What follows belongs to an exercise in optimizing a design on an open flow for small area; a production flow would make more cautious choices. In this exercise RTL edits were held to simulation tests only and were not proved equivalent to the original. Power and IR drop assume default switching activity.

--- design/flow/design.v ---
`default_nettype none
package riscv_isa_pkg;
	localparam int xlen = 32;
	typedef struct packed {
		logic [6:0] funct7;
		logic [4:0] rs2;
		logic [4:0] rs1;
		logic [2:0] funct3;
		logic [4:0] rd;
		logic [6:0] opcode;
	} r_fmt_t;
	typedef struct packed {
		logic [11:0] imm11_0;
		logic [4:0]  rs1;
		logic [2:0]  funct3;
		logic [4:0]  rd;
		logic [6:0]  opcode;
	} i_fmt_t;
	typedef struct packed {
		logic [6:0] imm11_5;
		logic [4:0] rs2;
		logic [4:0] rs1;
		logic [2:0] funct3;
		logic [4:0] imm4_0;
		logic [6:0] opcode;
	} s_fmt_t;
	typedef struct packed {
		logic       imm12;
		logic [5:0] imm10_5;
		logic [4:0] rs2;
		logic [4:0] rs1;
		logic [2:0] funct3;
		logic [3:0] imm4_1;
		logic       imm11;
		logic [6:0] opcode;
	} b_fmt_t;
	typedef struct packed {
		logic       imm20;
		logic [9:0] imm10_1;
		logic       imm11;
		logic [7:0] imm19_12;
		logic [4:0] rd;
		logic [6:0] opcode;
	} j_fmt_t;
	typedef union packed {
		r_fmt_t r;
		i_fmt_t i;
		s_fmt_t s;
		b_fmt_t b;
		j_fmt_t j;
	} instr_t;
	localparam logic [6:0] op_rtype  = 7'b0110011;
	localparam logic [6:0] op_itype  = 7'b0010011;
	localparam logic [6:0] op_load   = 7'b0000011;
	localparam logic [6:0] op_store  = 7'b0100011;
	localparam logic [6:0] op_branch = 7'b1100011;
	localparam logic [6:0] op_jal    = 7'b1101111;
	localparam logic [2:0] f3_add  = 3'b000;  
	localparam logic [2:0] f3_sll  = 3'b001;
	localparam logic [2:0] f3_slt  = 3'b010;
	localparam logic [2:0] f3_sltu = 3'b011;
	localparam logic [2:0] f3_xor  = 3'b100;
	localparam logic [2:0] f3_srl  = 3'b101;  
	localparam logic [2:0] f3_or   = 3'b110;
	localparam logic [2:0] f3_and  = 3'b111;
	localparam logic [31:0] nop_instr = 32'h0000_0013;  
endpackage
`default_nettype wire
`default_nettype none
package core_ctrl_pkg;
	typedef enum logic [3:0] {
		alu_add  = 4'b0000,
		alu_sll  = 4'b0001,
		alu_slt  = 4'b0010,
		alu_sltu = 4'b0011,
		alu_xor  = 4'b0100,
		alu_srl  = 4'b0101,
		alu_or   = 4'b0110,
		alu_and  = 4'b0111,
		alu_sub  = 4'b1000,
		alu_sra  = 4'b1101
	} alu_op_e;
	typedef enum logic [1:0] {
		class_add = 2'b00,  
		class_sub = 2'b01,  
		class_reg = 2'b10,
		class_imm = 2'b11
	} alu_class_e;
	typedef enum logic [1:0] {
		res_alu = 2'b00,
		res_mem = 2'b01,
		res_pc4 = 2'b10
	} result_sel_e;
	typedef struct packed {
		logic        reg_write;
		logic        alu_src_imm;
		logic        mem_write;
		logic        branch;
		logic        jump;
		result_sel_e result_sel;
	} ctrl_t;
	typedef struct packed {
		logic                          valid;
		logic [31:0] addr;
		logic [31:0] data;
	} store_bus_t;
	localparam int dmem_words = 64;
endpackage
`default_nettype wire
`timescale 1ns/1ps
`default_nettype none
module add4 (
	input  logic [3:0] a,
	input  logic [3:0] b,
	input  logic       ci,
	output logic [3:0] s,
	output logic [3:0] p,
	output logic [3:0] g,
	output logic       bp,
	output logic       bg
);
	logic [3:0] c;
	assign p = a ^ b;
	assign g = a & b;
	assign c[0] = ci;
	assign c[1] = g[0] | (p[0] & c[0]);
	assign c[2] = g[1] | (p[1] & c[1]);
	assign c[3] = g[2] | (p[2] & c[2]);
	assign s    = p ^ c;
	assign bp = &p;
	assign bg = g[3] | (p[3] & g[2]) | (p[3] & p[2] & g[1]) | (p[3] & p[2] & p[1] & g[0]);
endmodule
module carry8 (
	input  logic       ci,
	input  logic [7:0] bp,
	input  logic [7:0] bg,
	output logic [8:0] c
);
	assign c[0] = ci;
	for (genvar k = 0; k < 8; k++) begin : g_c
		assign c[k+1] = bg[k] | (bp[k] & c[k]);
	end
endmodule
module add32 (
	input  logic [31:0] a,
	input  logic [31:0] b,
	input  logic        ci,
	output logic [31:0] s,
	output logic [31:0] p,   
	output logic [31:0] g,   
	output logic        co
);
	logic [7:0] bp, bg;
	logic [8:0] c;
	for (genvar k = 0; k < 8; k++) begin : g_blk
		add4 u_blk (
			.a  (a[4*k +: 4]),
			.b  (b[4*k +: 4]),
			.ci (c[k]),
			.s  (s[4*k +: 4]),
			.p  (p[4*k +: 4]),
			.g  (g[4*k +: 4]),
			.bp (bp[k]),
			.bg (bg[k])
		);
	end
	carry8 u_c (.ci(ci), .bp(bp), .bg(bg), .c(c));
	assign co = c[8];
endmodule
module sh_stage #(
	parameter int K = 1
) (
	input  logic [31:0] x,
	input  logic        s,
	input  logic        fill,
	output logic [31:0] y
);
	for (genvar b = 0; b < 32; b++) begin : g_b
		g_mux2 u_mux (.a0(x[b]), .a1((b + K < 32) ? x[(b + K) % 32] : fill), .s(s), .s_n(~s), .y(y[b]));
	end
endmodule
module alu (
	input  logic [31:0] x,
	input  logic [4:0]  sh,
	input  logic        fill,
	output logic [31:0] y
);
	logic [31:0] t1, t2, t4, t8;
	sh_stage #(.K(16)) u_s16 (.x(x),  .s(sh[4]), .fill(fill), .y(t1));
	sh_stage #(.K(8))  u_s8  (.x(t1), .s(sh[3]), .fill(fill), .y(t2));
	sh_stage #(.K(4))  u_s4  (.x(t2), .s(sh[2]), .fill(fill), .y(t4));
	sh_stage #(.K(2))  u_s2  (.x(t4), .s(sh[1]), .fill(fill), .y(t8));
	sh_stage #(.K(1))  u_s1  (.x(t8), .s(sh[0]), .fill(fill), .y(y));
endmodule
`default_nettype wire
`timescale 1ns/1ps
`default_nettype none
module reg_ctl (
	input  logic       a1_n, b1_n,
	input  logic       a2_n, b2_n,
	input  logic       aw_n, bw_n,
	input  logic       rst,
	output logic [1:0] sel1,
	output logic [1:0] sel2,
	output logic [1:0] set,
	output logic       keep
);
	for (genvar q = 0; q < 2; q++) begin : g_q
		g_nor2 u_sel1 (.a(a1_n), .b(b1_n), .y(sel1[q]));
		g_nor2 u_sel2 (.a(a2_n), .b(b2_n), .y(sel2[q]));
		g_nor2 u_set  (.a(aw_n), .b(bw_n), .y(set[q]));
	end
	g_nor2 u_keep (.a(set[0]), .b(rst), .y(keep));
endmodule
module register_file (
	input  logic        clk,
	input  logic        rst,
	input  logic [4:0]  ra1,
	input  logic [4:0]  ra2,
	input  logic [4:0]  wa,
	input  logic        we,
	input  logic [31:0] wd,
	output logic [31:0] rd1,
	output logic [31:0] rd2
);
	logic [31:0][31:1] bits;  
	logic [3:0][31:1] sel1, sel2, set;  
	logic [1:0][31:1] keep;             
	logic [3:0]  a1_n, a2_n, aw_n;
	logic [7:0]  b1_n, b2_n, bw_n;
	always_comb begin
		for (int i = 0; i < 4; i++) begin
			a1_n[i] = ~(ra1[1:0] == i[1:0]);
			a2_n[i] = ~(ra2[1:0] == i[1:0]);
			aw_n[i] = ~((wa[1:0] == i[1:0]) & we & ~rst);
		end
		for (int i = 0; i < 8; i++) begin
			b1_n[i] = ~(ra1[4:2] == i[2:0]);
			b2_n[i] = ~(ra2[4:2] == i[2:0]);
			bw_n[i] = ~(wa[4:2] == i[2:0]);
		end
	end
	for (genvar k = 1; k < 32; k++) begin : g_ctl
		for (genvar h = 0; h < 2; h++) begin : g_h
			reg_ctl u_ctl (
				.a1_n (a1_n[k % 4]), .b1_n (b1_n[k / 4]),
				.a2_n (a2_n[k % 4]), .b2_n (b2_n[k / 4]),
				.aw_n (aw_n[k % 4]), .bw_n (bw_n[k / 4]),
				.rst  (rst),
				.sel1 ({sel1[2*h+1][k], sel1[2*h][k]}),
				.sel2 ({sel2[2*h+1][k], sel2[2*h][k]}),
				.set  ({set[2*h+1][k], set[2*h][k]}),
				.keep (keep[h][k])
			);
		end
	end
	for (genvar k = 1; k < 32; k++) begin : g_reg
		for (genvar b = 0; b < 32; b++) begin : g_bit
			store_bit u_bit (
				.clk  (clk),
				.set  (set[b / 8][k]),
				.keep (keep[b / 16][k]),
				.w    (wd[b]),
				.q    (bits[b][k])
			);
		end
	end
	for (genvar b = 0; b < 32; b++) begin : g_rd
		read_or #(.N(31)) u_rd1 (.d(bits[b]), .sel(sel1[b / 8]), .y(rd1[b]));
		read_or #(.N(31)) u_rd2 (.d(bits[b]), .sel(sel2[b / 8]), .y(rd2[b]));
	end
endmodule
`default_nettype wire
`timescale 1ns/1ps
`default_nettype none
module store_bit (
	input  logic clk,
	input  logic set,
	input  logic keep,
	input  logic w,
	output logic q
);
	always_ff @(posedge clk)
		q <= (q & keep) | (w & set);
endmodule
module sel3_n (
	input  logic [2:0] d,
	input  logic [2:0] s,
	output logic       y_n
);
	assign y_n = ~|(d & s);
endmodule
module g_nor2 (
	input  logic a,
	input  logic b,
	output logic y
);
	assign y = ~(a | b);
endmodule
module g_mux2 (
	input  logic a0,
	input  logic a1,
	input  logic s,
	input  logic s_n,
	output logic y
);
	assign y = (a0 & s_n) | (a1 & s);
endmodule
module or_n #(
	parameter int N = 4
) (
	input  logic [N-1:0] a_n,
	output logic         y
);
	assign y = ~&a_n;
endmodule
module sel1_n (
	input  logic d,
	input  logic s,
	output logic y_n
);
	assign y_n = ~(d & s);
endmodule
module read_or #(
	parameter int N = 32
) (
	input  logic [N-1:0] d,
	input  logic [N-1:0] sel,
	output logic         y
);
	localparam int G3 = N / 3;           
	localparam int R  = N - 3 * G3;      
	localparam int G  = G3 + (R > 0);
	logic [G-1:0] t_n;
	for (genvar g = 0; g < G3; g++) begin : g_grp
		sel3_n u_sel (.d(d[3*g +: 3]), .s(sel[3*g +: 3]), .y_n(t_n[g]));
	end
	if (R == 1) begin : g_r1
		sel1_n u_sel (.d(d[N-1]), .s(sel[N-1]), .y_n(t_n[G-1]));
	end else if (R == 2) begin : g_r2
		assign t_n[G-1] = ~|(d[N-1 -: 2] & sel[N-1 -: 2]);
	end
	or_n #(.N(G)) u_or (.a_n(t_n), .y(y));
endmodule
`default_nettype wire
`timescale 1ns/1ps
`default_nettype none
module word_ctl (
	input  logic       lr_n,
	input  logic       lw_n,
	input  logic       h_n,
	input  logic       rst,
	output logic [1:0] rsel,
	output logic [1:0] set,
	output logic       keep
);
	for (genvar q = 0; q < 2; q++) begin : g_q
		g_nor2 u_rsel (.a(lr_n), .b(h_n), .y(rsel[q]));
		g_nor2 u_set  (.a(lw_n), .b(h_n), .y(set[q]));
	end
	g_nor2 u_keep (.a(set[0]), .b(rst), .y(keep));
endmodule
module data_memory (
	input  logic        clk,
	input  logic        rst,
	input  logic        we,
	input  logic        re,
	input  logic [5:0]  idx,
	input  logic [31:0] wdata,
	output logic [31:0] rdata
);
	logic [31:0][63:0] bits;  
	logic [3:0][63:0] rsel, set;  
	logic [1:0][63:0] keep;       
	logic [7:0]  lr_n, lw_n, h_n;
	always_comb begin
		for (int i = 0; i < 8; i++) begin
			lr_n[i] = ~((idx[2:0] == i[2:0]) & re);
			lw_n[i] = ~((idx[2:0] == i[2:0]) & we & ~rst);
			h_n[i]  = ~(idx[5:3] == i[2:0]);
		end
	end
	for (genvar k = 0; k < 64; k++) begin : g_ctl
		for (genvar h = 0; h < 2; h++) begin : g_h
			word_ctl u_ctl (
				.lr_n (lr_n[k % 8]),
				.lw_n (lw_n[k % 8]),
				.h_n  (h_n[k / 8]),
				.rst  (rst),
				.rsel ({rsel[2*h+1][k], rsel[2*h][k]}),
				.set  ({set[2*h+1][k], set[2*h][k]}),
				.keep (keep[h][k])
			);
		end
	end
	for (genvar k = 0; k < 64; k++) begin : g_word
		for (genvar b = 0; b < 32; b++) begin : g_bit
			store_bit u_bit (
				.clk  (clk),
				.set  (set[b / 8][k]),
				.keep (keep[b / 16][k]),
				.w    (wdata[b]),
				.q    (bits[b][k])
			);
		end
	end
	for (genvar b = 0; b < 32; b++) begin : g_rd
		read_or #(.N(64)) u_rd (.d(bits[b]), .sel(rsel[b / 8]), .y(rdata[b]));
	end
endmodule
`default_nettype wire
`timescale 1ns/1ps
`default_nettype none
module wd_bit (
	input  logic sum, p, g, pc4, sr, sl, mem,
	input  logic s_add, s_p, s_g, s_jal, s_sr, s_sl,
	output logic y
);
	assign y = (sum & s_add) | (p & s_p) | (g & s_g) |
	           (pc4 & s_jal) | (sr & s_sr) | (sl & s_sl) | mem;
endmodule
module pc_bit (
	input  logic clk,
	input  logic tk,
	input  logic ntk,
	input  logic t,
	input  logic n,
	output logic q
);
	always_ff @(posedge clk)
		q <= (t & tk) | (n & ntk);
endmodule
module riscv_core (
	input  logic        clk,
	input  logic        rst,
	input  logic [31:0] instr,
	output logic [31:0] pc,
	output logic        store_valid,
	output logic [31:0] store_addr,
	output logic [31:0] store_data
);
	logic [6:0] opcode;
	logic [2:0] f3;
	logic       is_r, is_iop, is_i, is_alu, is_ld, is_st, is_br, is_jal;
	logic       reg_write, sub_mode, pc_op;
	assign opcode = instr[6:0];
	assign f3     = instr[14:12];
	assign is_r   = (opcode == 7'b0110011);
	assign is_iop = (opcode == 7'b0010011);
	assign is_i   = is_iop & (f3[1:0] != 2'b01);  
	assign is_alu = is_r | is_i;
	assign is_ld  = (opcode == 7'b0000011);
	assign is_st  = (opcode == 7'b0100011);
	assign is_br  = (opcode == 7'b1100011);
	assign is_jal = (opcode == 7'b1101111);
	assign reg_write = is_alu | is_ld | is_jal;
	assign pc_op     = is_br | is_jal;
	assign sub_mode  = (is_r & (f3 == 3'b000) & instr[30]) |
	                   (is_alu & (f3[2:1] == 2'b01));
	logic [31:1] pc_q;
	logic [31:0] rs1, rs2, wd, mem_rdata;
	assign pc = {pc_q, 1'b0};  
	logic [31:0] imm;
	assign imm[31:20] = {12{instr[31]}};
	assign imm[19:12] = is_jal ? instr[19:12] : {8{instr[31]}};
	assign imm[11]    = is_br ? instr[7] : is_jal ? instr[20] : instr[31];
	assign imm[10:5]  = instr[30:25];
	assign imm[4:1]   = (is_st | is_br) ? instr[11:8] : instr[24:21];
	assign imm[0]     = is_st ? instr[7] : (is_br | is_jal) ? 1'b0 : instr[20];
	logic [31:0] op_a, op_b, sum, p, g;
	logic        cout, lt, ltu;
	assign op_a[0] = rs1[0] & ~pc_op;
	for (genvar b = 1; b < 32; b++) begin : g_opa
		g_mux2 u_opa (.a0(rs1[b]), .a1(pc_q[b]), .s(pc_op), .s_n(~pc_op), .y(op_a[b]));
	end
	assign op_b = (is_r ? rs2 : imm) ^ {32{sub_mode}};
	add32 u_add (
		.a  (op_a),
		.b  (op_b),
		.ci (sub_mode),
		.s  (sum),
		.p  (p),
		.g  (g),
		.co (cout)
	);
	assign ltu = ~cout;
	assign lt  = p[31] ? sum[31] : rs1[31];
	logic [31:0] sh_in, sh_out;
	logic        left;
	assign left = ~f3[2];
	for (genvar b = 0; b < 32; b++) begin : g_rev
		g_mux2 u_rev (.a0(rs1[b]), .a1(rs1[31-b]), .s(left), .s_n(f3[2]), .y(sh_in[b]));
	end
	alu u_sh (
		.x    (sh_in),
		.sh   (rs2[4:0]),
		.fill (instr[30] & f3[2] & rs1[31]),
		.y    (sh_out)
	);
	logic [31:0] pc4;
	logic s_add, s_slt, s_sltu, s_xor, s_or, s_and, s_sll, s_sr;
	assign pc4 = {pc_q[31:2] + 30'd1, pc_q[1], 1'b0};
	assign s_add  = is_alu & (f3 == 3'b000);
	assign s_sll  = is_r   & (f3 == 3'b001);
	assign s_slt  = is_alu & (f3 == 3'b010);
	assign s_sltu = is_alu & (f3 == 3'b011);
	assign s_xor  = is_alu & (f3 == 3'b100);
	assign s_sr   = is_r   & (f3 == 3'b101);
	assign s_or   = is_alu & (f3 == 3'b110);
	assign s_and  = is_alu & (f3 == 3'b111);
	for (genvar b = 0; b < 32; b++) begin : g_wd
		logic extra;
		if (b == 0) begin : g_lt
			assign extra = mem_rdata[0] | (lt & s_slt) | (ltu & s_sltu);
		end else begin : g_m
			assign extra = mem_rdata[b];
		end
		wd_bit u_wd (
			.sum (sum[b]), .p (p[b]), .g (g[b]), .pc4 (pc4[b]),
			.sr (sh_out[b]), .sl (sh_out[31-b]), .mem (extra),
			.s_add (s_add), .s_p (s_xor | s_or), .s_g (s_or | s_and),
			.s_jal (is_jal), .s_sr (s_sr), .s_sl (s_sll),
			.y (wd[b])
		);
	end
	register_file rf0 (
		.clk (clk),
		.rst (rst),
		.ra1 (instr[19:15]),
		.ra2 (instr[24:20]),
		.wa  (instr[11:7]),
		.we  (reg_write),
		.wd  (wd),
		.rd1 (rs1),
		.rd2 (rs2)
	);
	data_memory dmem0 (
		.clk   (clk),
		.rst   (rst),
		.we    (is_st),
		.re    (is_ld),
		.idx   (sum[7:2]),
		.wdata (rs2),
		.rdata (mem_rdata)
	);
	logic take, tk, ntk;
	assign take = is_jal | (is_br & (rs1 == rs2));
	assign tk   = take & ~rst;
	assign ntk  = ~(take | rst);
	for (genvar b = 1; b < 32; b++) begin : g_pc
		pc_bit u_pc (
			.clk (clk),
			.tk  (tk),
			.ntk (ntk),
			.t   (sum[b]),
			.n   (pc4[b]),
			.q   (pc_q[b])
		);
	end
	assign store_valid = is_st & ~rst;
	assign store_addr  = sum;
	assign store_data  = rs2;
endmodule
`default_nettype wire
--- design/flow/flow/run.sh ---
#!/bin/bash
# Layout flow: the standard ORFS flow (standard.sh, with its standard synthesis) with two
# changes:
#  - ports are buffered with buf_1 instead of the default delay cell,
#  - clock tree synthesis inserts no dummy loads (sinks clustered 26 per leaf, 90 um).
# The full output of the ORFS run (every tool) is written to orfs_flow.log in this folder;
# ORFS also keeps each step's own log under orfs/logs/.
set -euo pipefail
export BUFFER_PORTS_ARGS="-buffer_cell sky130_fd_sc_hd__buf_1"
export CTS_ARGS="-sink_clustering_enable -repair_clock_nets -sink_clustering_size 26 -sink_clustering_max_diameter 90 -dont_use_dummy_load"
bash standard.sh finish > orfs_flow.log 2>&1
--- design/flow/standard.sh ---
#!/bin/bash
# synth_recipe.tcl (not shown) runs the flow's synth.tcl, then flattens the netlist and writes it again
# the make line also repeats each setting of config.mk as NAME=value (left out here)
make -C /OpenROAD-flow-scripts/flow DESIGN_CONFIG=/design/flow/config.mk WORK_HOME=/design/flow/orfs CLKGATE_MAP_FILE= SYNTH_SCRIPT=/design/flow/synth_recipe.tcl "${@:-finish}"
--- design/flow/config.mk ---
export PLATFORM = sky130hd
export DESIGN_NAME = riscv_core
export DESIGN_NICKNAME = riscv_core
export VERILOG_FILES = /design/flow/design.v
export SDC_FILE = /design/flow/constraint.sdc
export NUM_CORES = 4
export LEC_CHECK = 0
export CAP_MARGIN = 20
export CORE_MARGIN = 2
export CORE_UTILIZATION = 50
export SLEW_MARGIN = 20
export SYNTH_HIERARCHICAL = 1
--- design/flow/constraint.sdc ---
create_clock -name core_clock -period 14.0 [get_ports {clk}]
set_input_delay 2.8000 -clock core_clock [delete_from_list [all_inputs] [get_ports {clk}]]
set_output_delay 2.8000 -clock core_clock [all_outputs]
set_load 0.01 [all_outputs]
==> results of run 1 <==
## modules after synthesis (local to each module, per instance), excerpt
module	flip-flops and latches	cell area, um^2
riscv_core	0	1890
register_file	0	267
add4	0	165
carry8	0	118
pc_bit	1	28.8
store_bit	1	28.8
wd_bit	0	27.5
sel3_n	0	10.0
g_nor2	0	3.75
sel1_n	0	3.75
## metrics by stage
step	power, mW	instances	utilization	hold WS, ns
after global placement	9.36	13400	0.531	0.465
after detailed placement	9.37	13400	0.532	0.470
final	13.8	13500	0.549	0.492
after global routing	14.2	13500	0.549	0.503
after floorplan	9.14	9978	-	0.455
after CTS	13.9	13500	0.547	0.492
## registers in the layout (all words and copies together), names as in the netlist
register and cells:
dmem0.g_word.g_bit.u_bit.q 2048, rf0.g.g_bit.u_bit.q 992, g_pc.u_pc.q 31
## path summary, 6_finish.rpt
path	startpoint	cells after the start	slack (ns)	endpoint
hold / removal	dmem0.g_word[55].g_bit[23].u_bit.q$_DFF_P_	1	0.49	dmem0.g_word[55].g_bit[23].u_bit.q$_DFF_P_
hold reg to reg	dmem0.g_word[55].g_bit[23].u_bit.q$_DFF_P_	1	0.49	dmem0.g_word[55].g_bit[23].u_bit.q$_DFF_P_
setup / recovery	instr[23]	24	0.49	store_addr[31]
setup reg to reg	rf0.g_reg[7].g_bit[3].u_bit.q$_DFF_P_	27	4.53	rf0.g_reg[6].g_bit[0].u_bit.q$_DFF_P_
## cells in the final DEF, fill, tap and decap left out, drive strengths merged, types with 33 or more instances in the layout
master,netlist,final
a21oi,71,71
a222oi,1344,1344
a22o,3294,3294
a22oi,33,33
and4,45,45
buf,12,382
clkbuf,4,147
dfxtp,3071,3071
ha,33,33
inv,55,54
nand2,150,150
nand3,120,120
nand4,300,300
nor2,1093,1093
nor4,37,37
or3,71,71
xnor2,64,64
xor2,36,36
## final cells by class
type / count / area (um^2) / area share
sequential: 3071 / 61500 / 0.487
timing repair buffer: 384 / 2510 / 0.0199
clock buffer: 145 / 3630 / 0.0288
multi-input combinational: 6835 / 54500 / 0.432
antenna: 17 / 42.5 / 0.000337
inverter: 56 / 210 / 0.00167
tap: 3026 / 3790 / 0.0300
## layer usage
layer / part of all wire / vias to the layer above
met4: 0.074 / 28
met2: 0.43 / 7265
met3: 0.11 / 1468
met1: 0.39 / 52700
met5: 0.00038 / -
li1: - / 44600
## cells by family after synthesis
group	Yosys count	synth area share
mux	11	0.000953
simple gates	1882	0.0754
flops	3071	0.532
compound gates	4783	0.374
buf+inv	72	0.00263
fa+ha+maj	57	0.00773
xor+xnor	100	0.00758
other cells	1	0.0000325
## worst max-delay path, stage by stage
cell and delay [ns]:
buf_1 0.29, or3b_1 0.85, buf_4 0.39, nor2_1 0.68, a222oi_1 0.33, nand3_1 0.22, or3_4 0.48, buf_16 0.32
nand2_1 0.13, a221o_1 0.50, xnor2_1 0.19, ha_1 0.39, a21oi_1 0.18, o21ai_1 0.17, o21bai_2 0.27, o41a_1 0.48
a21o_1 0.23, inv_1 0.07, fa_1 0.17, inv_1 0.05, fa_1 0.37, fa_1 0.39, xor2_1 0.37, buf_1 0.32
## where the power goes
part | leakage (nW) | switching (mW) | internal, mW | total (mW)
sequential | 24.7 | 0.00364 | 8.73 | 8.73
combinational | 18.2 | 0.384 | 0.0758 | 0.460
clock | 1.79 | 2.78 | 1.86 | 4.64
==> results.cfg, run 1 <==
[pwr]
peakVddDrop_mv = 0.110
p_per_area_nw_per_um2 = 110
power.leakage_nw = 44.7

[clock_tree]
clk_pin_slew_ns = 0.10
clockBufferDepth = 3
cts-hold-fix-buffers = 0
htreeDepth = 4
postCtsSetupBuffers = 0
cts_buffers = 145
clockRootBuffer = clkbuf_16
cts_tree = yes
insertion_delay_ns = 0.87
ctsResizeCount = 0
cts.sinks = 3071

[floorplanning]
num_rows = 176
num_io_pins = 131
dieHeight_um = 485
dieArea_um2 = 235000
chipWidth_um = 485
core_area_um2 = 230000
start_util = 0.503

[synthesis]
ys_warn_count = 10
synth_seq_cells = 3071
synth_edf_count = 0
ys_types = 55
ys_top_cells_by_count = 3294 x a22o_1, 3071 x dfxtp_1, 1344 x a222oi_1, 1093 x nor2_1, 300 x nand4_1
synth_top_area_frac = 0.532
yosysTopAreaCell = dfxtp_1
syn-cell-area_um2 = 116000
synth_cells = 9977
synth_ff_type = dfxtp_1
synth.area.top_cells = dfxtp_1 53%, a22o_1 25%, a222oi_1 12%
ys_seq_area_frac = 0.532
avgSynthCellArea_um2 = 11.6
synthArstFlopShare = 0
yosysMostFrequentCell = a22o_1

[place]
hpwlAfterDp_mm = 338
place_worst_setup_slack_ns = 0.453
gp_congestion = 1.00
post_dp_cell_area_um2 = 122000
portBuffers = 129

[global_routing]
antenna_found_initial = 27
gr-usage-met2 = 0.601
grt_pass1_wl_mm = 697
grtUsageMet3 = 0.0781
track_usage = 0.393
grt_start_max_net_pins = 68
grt_util_met1 = 0.513
grt_pass1_vias = 97600
top_usage_layer = met2
gr-total-overflow = 0

[sta]
fmax_mhz = 74.0
finalSetupViolations = 0
fin_ws_ns = 0.495
hold_viol = 0
finalCriticalPeriod_ns = 13.51
maxSlewHeadroom = 0.173
slew_viol_final = 0
final.setup.tns_ns = 0
rsz0062_at_grt = false
timing.final.crit_share = 0.965
fin_skew_ns = 0.111
tightestPinTransition_ns = 1.24

[critical_path]
path_class = primary input to primary output
arrival_ns = 10.71
end_kind = primary output
setup.worst_path.start_class = primary input
worstPathRequired_ns = 11.20
critPathMaxFanout = 35

[hold_path]
min_path_type = flop to flop

[run]
drv_cap = 0

[final_layout]
stdcell_area_um2 = 126000
nets = 10600
layout-drive-gt1-share = 0.0564
area_delta_synth_final_pct = 9.19
fillerInstances = 19900

[drt]
routed_via_density = 7.83
wirelength_mm = 490
vias = 106000
drt-pass1-iter-count = 19
routedWlPerCell_um = 36.2
ant_nets = 0
drcViolationCount = 0
drt_iter0_markers = 20100

[run_status]
status = finished clean
==> run 2: changes to the inputs <==
==> design/flow/flow/run.sh (replaced) <==
#!/bin/bash
# Layout flow: the standard ORFS flow (standard.sh, with its standard synthesis) with two
# changes:
#  - ports are buffered with buf_1 instead of the default delay cell,
#  - clock tree synthesis inserts no dummy loads (sinks clustered 28 per leaf, 90 um).
# The full output of the ORFS run (every tool) is written to orfs_flow.log in this folder;
# ORFS also keeps each step's own log under orfs/logs/.
set -euo pipefail
export BUFFER_PORTS_ARGS="-buffer_cell sky130_fd_sc_hd__buf_1"
export CTS_ARGS="-sink_clustering_enable -repair_clock_nets -sink_clustering_size 28 -sink_clustering_max_diameter 90 -dont_use_dummy_load"
bash standard.sh finish > orfs_flow.log 2>&1
--- a/design/flow/config.mk
+++ b/design/flow/config.mk
@@ -10,2 +10,3 @@
 export CORE_UTILIZATION = 50
+export PLACE_DENSITY = 0.66
 export SLEW_MARGIN = 20
==> run 2 against run 1 <==
Still clean; sequential share of layout area hardly changed; sequential power hardly changed; register-to-register slack better by 0.11 ns; global-route usage is 0.49 points higher; via count is 1.6% higher; critical path type unchanged; highest routed layer unchanged.
==> results.cfg, run 2 <==
[run_status]
status = finished clean

[synthesis]
synth-compound-area-share = 0.374
synthArstFlopShare = 0
avgSynthCellArea_um2 = 11.6
ys_top_cells_by_count = 3294 x a22o_1, 3071 x dfxtp_1, 1344 x a222oi_1, 1093 x nor2_1, 300 x nand4_1
ys_warn_count = 10
yosysMostFrequentCell = a22o_1
synth_top_area_frac = 0.532
synth.area.top_cells = dfxtp_1 53%, a22o_1 25%, a222oi_1 12%
synth_edf_count = 0
ys_types = 55
synthMuxAreaShare = 0.000953
synthAdderAreaFrac = 0.00773
syn-cell-area_um2 = 116000
synth_ff_type = dfxtp_1
yosys.area_share.simple = 0.0754
ys_seq_area_frac = 0.532
synth_seq_cells = 3071
synth_cells = 9977
synth_top_family_by_area = compound AO/OA/AOI/OAI gates
synth_xor_area_frac = 0.00758
yosysTopAreaCell = dfxtp_1

[global_routing]
grt_pass1_vias = 98700
antenna_found_initial = 20
grt_pass1_wl_mm = 705
track_usage = 0.398
gr-total-overflow = 0
grt_start_max_net_pins = 108

[final_layout]
post-route-util = 0.549
final_cell_mix = 3294 x a22o_1, 3071 x dfxtp_1, 1344 x a222oi_1
area_delta_synth_final_pct = 9.21
largest_reg_flops = 2048
final_common_cell = a22o_1
layout-drive-gt1-share = 0.0610
largest-register = dmem0.g_word.g_bit.u_bit.q
nets = 10600
largestRegisters = dmem0.g_word.g_bit.u_bit.q (2048), rf0.g.g_bit.u_bit.q (992), g_pc.u_pc.q (31)

[clock_tree]
htreeDepth = 4
clockBufferDepth = 3
clockRootBuffer = clkbuf_16
insertion_delay_ns = 0.85
cts_tree = yes
clk_pin_slew_ns = 0.10
ctsResizeCount = 0
cts-hold-fix-buffers = 0
cts.sinks = 3071
cts_buffers = 140
postCtsSetupBuffers = 0

[sta]
rsz0062_at_grt = false
tightestPinTransition_ns = 1.30
timing.final.crit_share = 0.904
fin_skew_ns = 0.0955
maxSlewHeadroom = 0.133
fin_ws_ns = 1.34
slew_viol_final = 0
final.setup.tns_ns = 0
fmax_mhz = 79.0
finalCriticalPeriod_ns = 12.66
hold_viol = 0
finalSetupViolations = 0

[floorplanning]
num_rows = 176
dieHeight_um = 485
core_area_um2 = 230000
dieArea_um2 = 235000
num_io_pins = 131
start_util = 0.503
chipWidth_um = 485

[drt]
drcViolationCount = 0
routed_via_density = 7.95
drt_iter0_markers = 22200
wl_met3_mm = 59.0
drt-pass1-iter-count = 19
route.met2.wl_mm = 209
routedWlPerCell_um = 36.5
top_layer = met5
ant_nets = 0
wirelength_mm = 494
wl_met1_mm = 186
vias = 108000

[critical_path]
cp_slowest_cell = or3_1
crit_chain = buf_1 > nand2b_2 > buf_4 > nor2_1 > a222oi_1 > nand4_1 > or3_1 > a22o_1 > ha_1 > a21oi_1 > o21ai_1 > a211oi_2 > o21bai_2 > o41a_1 > a21o_1 > inv_1 > fa_1 > inv_1 > fa_1 > fa_1 > xor2_1 > buf_1
worstReg2RegStart = rf0.g_reg[21].g_bit[3].u_bit.q$_DFF_P_
r2r_cells = 26
worstPathRequired_ns = 11.20
end_kind = primary output
path_class = primary input to primary output
rrSetupSlack_ns = 4.64
arrival_ns = 9.86
critPathMaxFanout = 26
startpoint = instr[16]
crit_path_max_incr_delay_ns = 0.64
cp_common_cell = fa_1
r2r_end = rf0.g_reg[15].g_bit[0].u_bit.q$_DFF_P_
setup.worst_path.start_class = primary input

[hold_path]
holdPathEnd = dmem0.g_word[1].g_bit[10].u_bit.q$_DFF_P_
min_path_type = flop to flop
worstHoldStart = dmem0.g_word[1].g_bit[10].u_bit.q$_DFF_P_
min_path_cells = 1

[pwr]
design_power_total_mw = 13.8
peakVddDrop_mv = 0.0995
p_per_area_nw_per_um2 = 109
power.leakage_nw = 44.7

[place]
portBuffers = 129
gp_congestion = 1.05
hpwlAfterDp_mm = 337
place_worst_setup_slack_ns = 1.25

[run]
drv_cap = 0
## run 2: through the flow
stage	cell area, um^2	std cells	hold WS, ns
after global routing	126000	13500	0.504
after global placement	122000	13400	0.465
after CTS	126000	13500	0.496
final	126000	13600	0.495
after detailed placement	122000	13400	0.470
after floorplan	116000	9978	0.455
## run 2: Yosys stat by module (local to each module, per instance), excerpt
| module | cell area, um^2 | copies in the design |
|---|---|---|
| store_bit | 28.8 | 3040 |
| data_memory | 199 | 1 |
| g_mux2 | 8.76 | 223 |
| add4 | 165 | 8 |
| carry8 | 118 | 1 |
| riscv_core | 1890 | 1 |
| g_nor2 | 3.75 | 1074 |
| register_file | 267 | 1 |
| sel1_n | 3.75 | 96 |
| pc_bit | 28.8 | 31 |
## run 2: final cells by class
class,count,area (um^2)
Multi-Input combinational cell,6835,54500
Tap cell,3026,3790
Antenna cell,20,50.0
Inverter,56,210
Sequential cell,3071,61500
Clock buffer,140,3500
Fill cell,19900,104000
Timing Repair Buffer,409,2640
## run 2: worst max path at each step
| stage | to |
|---|---|
| 2_1_floorplan | rf0.g_reg[10].g_bit[0].u_bit.q$_DFF_P_ |
| 3_3_place_gp | rf0.g_reg[30].g_bit[0].u_bit.q$_DFF_P_ |
| 3_5_place_dp | rf0.g_reg[15].g_bit[0].u_bit.q$_DFF_P_ |
| 4_1_cts | store_addr[31] |
| 5_1_grt | store_addr[31] |
| 6_report | store_addr[31] |
## run 2: report_power, final
group	total [mW]	switching, mW	internal [mW]
registers	8.74	0.00636	8.73
logic	0.474	0.395	0.0794
clock network	4.55	2.75	1.80
## run 2: routing by layer
layer  up-vias  track usage
li1      44600            -
met1     53200        0.522
met2      8343        0.592
met3      1627       0.0824
met4         8        0.264
met5         -            0
## run 2: kinds of logic after synthesis
kind of cell    Yosys count
compound gates         4783
flops                  3071
simple gates           1882
xor+xnor                100
buf+inv                  72
fa+ha+maj                57
mux                      11
other cells               1
## run 2: worst max-delay path: cells and delay by family
kind | cells | cell delay (ns)
buffers and inverters | 5 | 1.39
XOR/XNOR | 1 | 0.36
AO/OA/AOI/OAI | 8 | 2.50
AND/OR/NAND/NOR | 4 | 1.54
adder cells (fa/ha/maj) | 4 | 1.23
==> run 3: changes to the inputs <==
--- a/design/flow/config.mk
+++ b/design/flow/config.mk
@@ -10,3 +10,2 @@
 export CORE_UTILIZATION = 50
-export PLACE_DENSITY = 0.66
 export SLEW_MARGIN = 20
==> run 3 against run 2 <==
First-iteration DRC count decreased by 9.2%; critical path depth increased by 2; clock skew decreased by 0.0095 ns; clock power about the same; sequential share of layout area increased by 0.077 points; power decreased by 0.16%; flip-flop and latch count unchanged; core utilization decreased by 0.087 points; die area unchanged; critical path type unchanged; critical endpoint unchanged; largest power group unchanged; highest routed layer unchanged.
==> results.cfg, run 3 <==
[run_status]
status = finished clean

[critical_path]
end_kind = primary output
worstPathRequired_ns = 11.20
crit_path_max_incr_delay_ns = 0.86
arrival_ns = 10.80
rrSetupSlack_ns = 4.59
cp_slowest_cell = or3b_1
crit_buf_inv = 6
cp_common_cell = fa_1
path_class = primary input to primary output
setup.worst_path.start_class = primary input
critPathMaxFanout = 35
crit_chain = buf_1 > or3b_1 > buf_4 > nor2_1 > a222oi_1 > nand3_1 > or3_4 > buf_16 > nand2_1 > a221o_1 > xnor2_1 > ha_1 > a21oi_1 > o21ai_1 > o21bai_2 > o41a_1 > a21o_1 > inv_1 > fa_1 > inv_1 > fa_1 > fa_1 > xor2_1 > buf_1
cp_top_family = simple AND/OR/NAND/NOR gates

[sta]
hold_viol = 0
finalCriticalPeriod_ns = 13.60
maxSlewHeadroom = 0.158
fmax_mhz = 73.5
final.setup.tns_ns = 0
whs_ns = 0.488
fin_skew_ns = 0.0860
tightestPinTransition_ns = 1.26
finalSetupViolations = 0
rsz0062_at_grt = false
timing.final.crit_share = 0.972
slew_viol_final = 0

[hold_path]
min_path_type = flop to flop

[place]
hpwlAfterDp_mm = 338
gp_congestion = 1.00
placed_cells = 13400
portBuffers = 129

[floorplanning]
start_util = 0.503
dieArea_um2 = 235000
core_area_um2 = 230000
dieHeight_um = 485
chipWidth_um = 485
num_io_pins = 131
num_rows = 176

[clock_tree]
postCtsSetupBuffers = 0
clk_pin_slew_ns = 0.05
ctsResizeCount = 0
cts.sinks = 3071
clockRootBuffer = clkbuf_16
cts_buffers = 139
insertion_delay_ns = 0.88
cts_tree = yes
htreeDepth = 4
cts-hold-fix-buffers = 0
clockBufferDepth = 3

[final_layout]
final_cell_mix = 3294 x a22o_1, 3071 x dfxtp_1, 1344 x a222oi_1
stdcell_count = 13500
largestRegisters = dmem0.g_word.g_bit.u_bit.q (2048), rf0.g.g_bit.u_bit.q (992), g_pc.u_pc.q (31)
fillerInstances = 19900
largest_reg_flops = 2048
final_common_cell = a22o_1
layout-drive-gt1-share = 0.0555
largest-register = dmem0.g_word.g_bit.u_bit.q
area_delta_synth_final_pct = 9.04
nets = 10600

[drt]
wirelength_mm = 490
routed_via_density = 7.83
drcViolationCount = 0
vias = 106000
drt_iter0_markers = 20100
routedWlPerCell_um = 36.2
drt-pass1-iter-count = 17
ant_nets = 0

[global_routing]
grt_start_max_net_pins = 68
gr-total-overflow = 0
antenna_found_initial = 28
grt_pass1_vias = 97400
track_usage = 0.393
grt_pass1_wl_mm = 697

[synthesis]
synthAdderAreaFrac = 0.00773
ys_seq_area_frac = 0.532
syn-cell-area_um2 = 116000
synth_xor_area_frac = 0.00758
synth_top_family_by_area = compound AO/OA/AOI/OAI gates
ys_top_cells_by_count = 3294 x a22o_1, 3071 x dfxtp_1, 1344 x a222oi_1, 1093 x nor2_1, 300 x nand4_1
synth_seq_cells = 3071
ys_types = 55
synth_ff_type = dfxtp_1
yosysTopAreaCell = dfxtp_1
yosysMostFrequentCell = a22o_1
ys_warn_count = 10
synthArstFlopShare = 0
synth_edf_count = 0
yosys.area_share.simple = 0.0754
synth.area.top_cells = dfxtp_1 53%, a22o_1 25%, a222oi_1 12%
avgSynthCellArea_um2 = 11.6
synth_top_area_frac = 0.532
synthMuxAreaShare = 0.000953
synth-compound-area-share = 0.374
synth_cells = 9977

[run]
drv_cap = 0

[pwr]
peakVddDrop_mv = 0.110
power.leakage_nw = 44.6
p_per_area_nw_per_um2 = 109
## run 3: modules after synthesis, one instance, submodules excluded, excerpt
module         flops+latches  copies in the design  cells inside  area (um^2)
register_file              0                     1            36          267
riscv_core                 0                     1           286         1890
sel3_n                     0                  1312             1         10.0
g_mux2                     0                   223             1         8.76
store_bit                  1                  3040             2         28.8
carry8                     0                     1            15          118
data_memory                0                     1            36          199
wd_bit                     0                    32             4         27.5
add4                       0                     8            18          165
sel1_n                     0                    96             1         3.75
g_nor2                     0                  1074             1         3.75
## run 3: per-stage QoR
stage	cell area [um^2]	setup WS, ns	util	power, mW
2_1_floorplan	116000	1.89	-	9.14
4_1_cts	126000	0.482	0.547	13.8
5_1_grt	126000	0.516	0.548	14.1
3_3_place_gp	122000	0.415	0.531	9.36
3_5_place_dp	122000	0.453	0.532	9.37
6_report	126000	0.399	0.548	13.7
## run 3: power by group
group | total, mW | switching, mW | internal [mW] | leakage [nW]
clock network | 4.54 | 2.75 | 1.79 | 1.71
logic | 0.460 | 0.384 | 0.0756 | 18.2
registers | 8.74 | 0.00368 | 8.73 | 24.7
## run 3: layer usage
metal / vias up / GRT usage / part of all wire
met5: - / 0 / 0.00066
met4: 26 / 0.239 / 0.073
met3: 1390 / 0.0786 / 0.11
met2: 7361 / 0.601 / 0.43
met1: 52600 / 0.512 / 0.39
li1: 44600 / - / -
## run 3: path summary, 6_finish.rpt
path | cells past startpoint | startpoint | endpoint
setup / recovery | 24 | instr[23] | store_addr[31]
hold reg to reg | 1 | dmem0.g_word[31].g_bit[20].u_bit.q$_DFF_P_ | dmem0.g_word[31].g_bit[20].u_bit.q$_DFF_P_
setup reg to reg | 27 | rf0.g_reg[7].g_bit[3].u_bit.q$_DFF_P_ | rf0.g_reg[6].g_bit[0].u_bit.q$_DFF_P_
hold / removal | 1 | dmem0.g_word[31].g_bit[20].u_bit.q$_DFF_P_ | dmem0.g_word[31].g_bit[20].u_bit.q$_DFF_P_
## run 3: area by class of cell
| type | instances | area, um^2 | area share |
|---|---|---|---|
| Sequential cell | 3071 | 61500 | 0.488 |
| Multi-Input combinational cell | 6835 | 54500 | 0.433 |
| Tap cell | 3026 | 3790 | 0.0300 |
| Timing Repair Buffer | 381 | 2500 | 0.0198 |
| Inverter | 56 | 210 | 0.00167 |
| Antenna cell | 14 | 35.0 | 0.000278 |
| Clock buffer | 139 | 3480 | 0.0276 |
## run 3: cells by family (layout without fill, tap and decap cells)
| kind of cell | count (synthesis) | after routing |
|---|---|---|
| AO/OA/AOI/OAI | 4783 | 4783 |
| flip-flops | 3071 | 3071 |
| AND/OR/NAND/NOR | 1882 | 1882 |
| XOR/XNOR | 100 | 100 |
| buffers and inverters | 72 | 576 |
| adder cells (fa/ha/maj) | 57 | 57 |
| multiplexers | 11 | 11 |
| other | 1 | 16 |

==> port drivers added, routing unchanged <==
The flow's constraints put no driver on any port. The routed layouts listed below were extracted and timed again, unchanged, in two steps. Step 1 assumes that a clkbuf_16 drives the clock port and a buf_2 every other input. Step 2 moves the port delays by t, midway between the first and last clock arrival at a register: inputs arrive t later, outputs are due t later. That takes back most of the time a late clock gives input paths. a / b / c = ideal / step 1 / step 2; a / b = the first two.
run	t, ns	setup WS [ns]	worst setup path after step 2	pins driven straight from the clock port
run 1	0.909	0.495 / 0.437 / 0.289	input to register	1
run 2	0.902	1.340 / 1.308 / 0.631	input to register	1
run 3	0.915	0.399 / 0.351 / 0.343	input to register	1
After both steps setup and hold are still met in every run listed. For run 2, which loses most, drivers alone change the setup slack by -0.032 ns; drivers and shift together by -0.709 ns.
